From an optimization exercise on the open Yosys and OpenROAD flow, aimed at small area, a short achievable clock period and few clock cycles; shortcuts taken in it are not production practice.
In this exercise RTL edits were held to simulation tests only and were not proved equivalent to the original.
Power and IR drop assume default switching activity.

## lif_update_unit
module lif_update_unit #(
  parameter int unsigned LANES      = 16,
  parameter int unsigned DW         = 32,
  parameter int unsigned AW         = 5,
  parameter int unsigned LEAK_SHIFT = 4
) (
  input  logic                clk,
  input  logic                rst,
  input  logic                start,
  input  logic [AW-1:0]       base_addr,
  input  logic [LANES*DW-1:0] cur_in,
  input  logic [LANES*DW-1:0] vol_in,
  input  logic [DW-1:0]       vt_in,
  input  logic                stall,
  output logic                busy,
  output logic                done,
  output logic                wb_we,
  output logic [AW-1:0]       wb_wa,
  output logic [DW-1:0]       wb_wd,
  output logic [LANES-1:0]    spike_out,
  output logic [4:0]          spike_cnt
);
==> module lif_update_unit, before the edit <==
module lif_update_unit #(
  parameter int unsigned LANES      = 16,
  parameter int unsigned DW         = 32,
  parameter int unsigned AW         = 5,
  parameter int unsigned LEAK_SHIFT = 4
) (
  input  logic                clk,
  input  logic                rst,
  input  logic                start,
  input  logic [AW-1:0]       base_addr,
  input  logic [LANES*DW-1:0] cur_in,
  input  logic [LANES*DW-1:0] vol_in,
  input  logic [DW-1:0]       vt_in,
  input  logic                stall,
  output logic                busy,
  output logic                done,
  output logic                wb_we,
  output logic [AW-1:0]       wb_wa,
  output logic [DW-1:0]       wb_wd,
  output logic [LANES-1:0]    spike_out,
  output logic [4:0]          spike_cnt
);
  logic [LANES*DW-1:0] snap_v, snap_c;
  logic [DW-1:0]       vt_r;
  logic [AW-1:0]       base_r;
  logic                pend;           
  logic [LANES-1:0]    sel;            
  logic                val1, first1, last1;
  logic [DW-1:0]       v1, c1;
  logic                val2, first2, last2;
  logic [DW:0]         s2;
  logic [DW-1:0]       t2;
  logic                full, last_o;
  logic [DW-1:0] v_s, c_s;
  always_comb begin
    v_s = '0;
    c_s = '0;
    for (int i = 0; i < LANES; i++) begin
      v_s = v_s | ({DW{sel[i]}} & snap_v[DW*i +: DW]);
      c_s = c_s | ({DW{sel[i]}} & snap_c[DW*i +: DW]);
    end
  end
  logic [DW:0] xa, xb, xc, sum1, car1, s_1;
  always_comb begin
    xa   = {v1[DW-1], v1};
    xb   = ~{{(LEAK_SHIFT+1){v1[DW-1]}}, v1[DW-1:LEAK_SHIFT]};
    xc   = {c1[DW-1], c1};
    sum1 = xa ^ xb ^ xc;
    car1 = {((xa[DW-1:0] & xb[DW-1:0]) | (xa[DW-1:0] & xc[DW-1:0]) |
             (xb[DW-1:0] & xc[DW-1:0])), 1'b1};
    s_1  = sum1 + car1;
  end
  logic          fire2, negovf;
  logic [DW-1:0] wd2;
  always_comb begin
    fire2  = ($signed(s2) >= $signed({t2[DW-1], t2})) |
             (t2 == {1'b1, {(DW-1){1'b0}}});
    negovf = s2[DW] & ~s2[DW-1];
    wd2 = fire2 ? '0 : (negovf ? {1'b1, {(DW-1){1'b0}}} : s2[DW-1:0]);
  end
  logic adv, rd, acc;
  logic pend_n, full_n, we_n, last_o_n;
  logic [LANES-1:0] sel_n;
  always_comb begin
    acc    = start & ~busy;
    adv    = ~full | wb_we;
    rd     = adv & pend;
    pend_n = acc ? 1'b1 : ((rd && sel[LANES-1]) ? 1'b0 : pend);
    sel_n  = acc ? LANES'(1) : (rd ? {sel[LANES-2:0], sel[LANES-1]} : sel);
    full_n = adv ? val2 : full;
    last_o_n = (adv && val2) ? last2 : last_o;
    we_n   = full_n & ~stall;
  end
  always_ff @(posedge clk) begin
    if (~busy) begin
      snap_v <= vol_in;
      snap_c <= cur_in;
      vt_r   <= vt_in;
      base_r <= base_addr;
    end
    if (adv) begin
      v1     <= v_s;
      c1     <= c_s;
      first1 <= sel[0];
      last1  <= sel[LANES-1];
      s2     <= s_1;
      if (first1) t2 <= vt_r;
      first2 <= first1;
      last2  <= last1;
      if (val2) begin
        wb_wd <= wd2;
        wb_wa <= first2 ? base_r : wb_wa + 1'b1;
      end
    end
    last_o <= last_o_n;
    sel    <= sel_n;
  end
  always_ff @(posedge clk) begin
    if (rst) begin
      pend      <= 1'b0;
      val1      <= 1'b0;
      val2      <= 1'b0;
      full      <= 1'b0;
      wb_we     <= 1'b0;
      done      <= 1'b0;
      busy      <= 1'b0;
      spike_out <= '0;
      spike_cnt <= '0;
    end else begin
      pend <= pend_n;
      if (adv) begin
        val1 <= pend;
        val2 <= val1;
        if (val2) begin
          spike_out <= {fire2, spike_out[LANES-1:1]};
          spike_cnt <= (first2 ? 5'd0 : spike_cnt) + {4'd0, fire2};
        end
      end
      full  <= full_n;
      wb_we <= we_n;
      done  <= we_n & last_o_n;
      busy  <= pend_n & ~(sel_n[LANES-1] & (~full_n | we_n));
    end
  end
endmodule
==> flow/config.mk <==
export PLATFORM = sky130hd
export DESIGN_NAME = lif_update_unit
export DESIGN_NICKNAME = lif_update_unit
export VERILOG_FILES = /design/flow/design.v
export SDC_FILE = /design/flow/constraint.sdc
export NUM_CORES = 4
export LEC_CHECK = 0
export CAP_MARGIN = 20
export CORE_MARGIN = 2
export CORE_UTILIZATION = 40
export SLEW_MARGIN = 20
==> flow/constraint.sdc <==
create_clock -name core_clock -period 10.0 [get_ports {clk}]
set_input_delay 2.0000 -clock core_clock [delete_from_list [all_inputs] [get_ports {clk}]]
set_output_delay 2.0000 -clock core_clock [all_outputs]
set_load 0.01 [all_outputs]
standard.sh (not shown) runs the stock make flow with config.mk's settings and CLKGATE_MAP_FILE= SYNTH_SCRIPT=/design/flow/synth_recipe.tcl, a recipe that flattens the netlist after the stock synthesis.
==> flow/flow/run.sh <==
#!/bin/bash
# Standard ORFS layout with smaller input-port buffers, a smaller clock tree
# (no dummy loads, clkbuf_4/8) and a tighter internal repair target (the SDC
# is the standard flow's own, unchanged). Each tool's output is in orfs/logs; make's own
# output is in flow_standard.log.
set -euo pipefail
export BUFFER_PORTS_ARGS="-buffer_cell sky130_fd_sc_hd__buf_1"
export SETUP_SLACK_MARGIN=6.8
export ABC_CLOCK_PERIOD_IN_PS=3300
export CTS_ARGS="-sink_clustering_enable -repair_clock_nets -dont_use_dummy_load -sink_clustering_size 20 -sink_clustering_max_diameter 80 -root_buf sky130_fd_sc_hd__clkbuf_16 -buf_list {sky130_fd_sc_hd__clkbuf_8 sky130_fd_sc_hd__clkbuf_16}"
bash standard.sh > flow_standard.log 2>&1
Testbench counts at the start, summed over its fixed seeds: cycles 19,232.
Edit:
--- a/flow/design.v
+++ b/flow/design.v
@@ -58,6 +58,11 @@
     negovf = s2[DW] & ~s2[DW-1];
     wd2 = fire2 ? '0 : (negovf ? {1'b1, {(DW-1){1'b0}}} : s2[DW-1:0]);
   end
+  logic [4:0] cnt_base, cnt_inc;
+  always_comb begin
+    cnt_base = first2 ? 5'd0 : spike_cnt;
+    cnt_inc  = cnt_base + 5'd1;
+  end
   logic adv, rd, acc;
   logic pend_n, full_n, we_n, last_o_n;
   logic [LANES-1:0] sel_n;
@@ -113,7 +118,7 @@
         val2 <= val1;
         if (val2) begin
           spike_out <= {fire2, spike_out[LANES-1:1]};
-          spike_cnt <= (first2 ? 5'd0 : spike_cnt) + {4'd0, fire2};
+          spike_cnt <= fire2 ? cnt_inc : cnt_base;
         end
       end
       full  <= full_n;
Outcome: Wire length hardly moves. Hold slack is about the same. Final area came out lower by 0.44%. Non-clock buffer count came out higher by 7. Setup slack gets worse by 0.12 ns. Via count came out lower by 1.1%. Count of clock-buffer cells in the layout came out lower by 1. First-iteration DRC count came out lower by 12%. Power came out lower by 0.81%. Utilization came out higher by 0.23 points.
Testbench counts after the change, summed over its fixed seeds: cycles 19,232.

-- re-timing with driven ports --
In the flow no input, the clock included, has a driving cell. The finished layouts below were timed again as built, in two steps. Step 1 sets driving cells, clkbuf_16 on the clock port and buf_2 on the other inputs (assumed; they add their load-dependent delay and slew). Step 2 times the ports against the registers' clock, not the clock port: input delays grow and output delays shrink by t, the midpoint of the rising clock arrivals with the driver on. Slacks: ideal / step 1 / step 2; pairs: ideal / step 1.
run | t (ns) | setup slack, ns | worst setup path at the end | worst register clock-pin slew, ns
the first run | 0.716 | 6.668 / 6.601 / 6.781 | register to register | 0.09 / 0.09
the second run | 0.725 | 6.545 / 6.545 / 6.545 | register to register | 0.09 / 0.09
After both steps setup and hold are still met in every run listed.
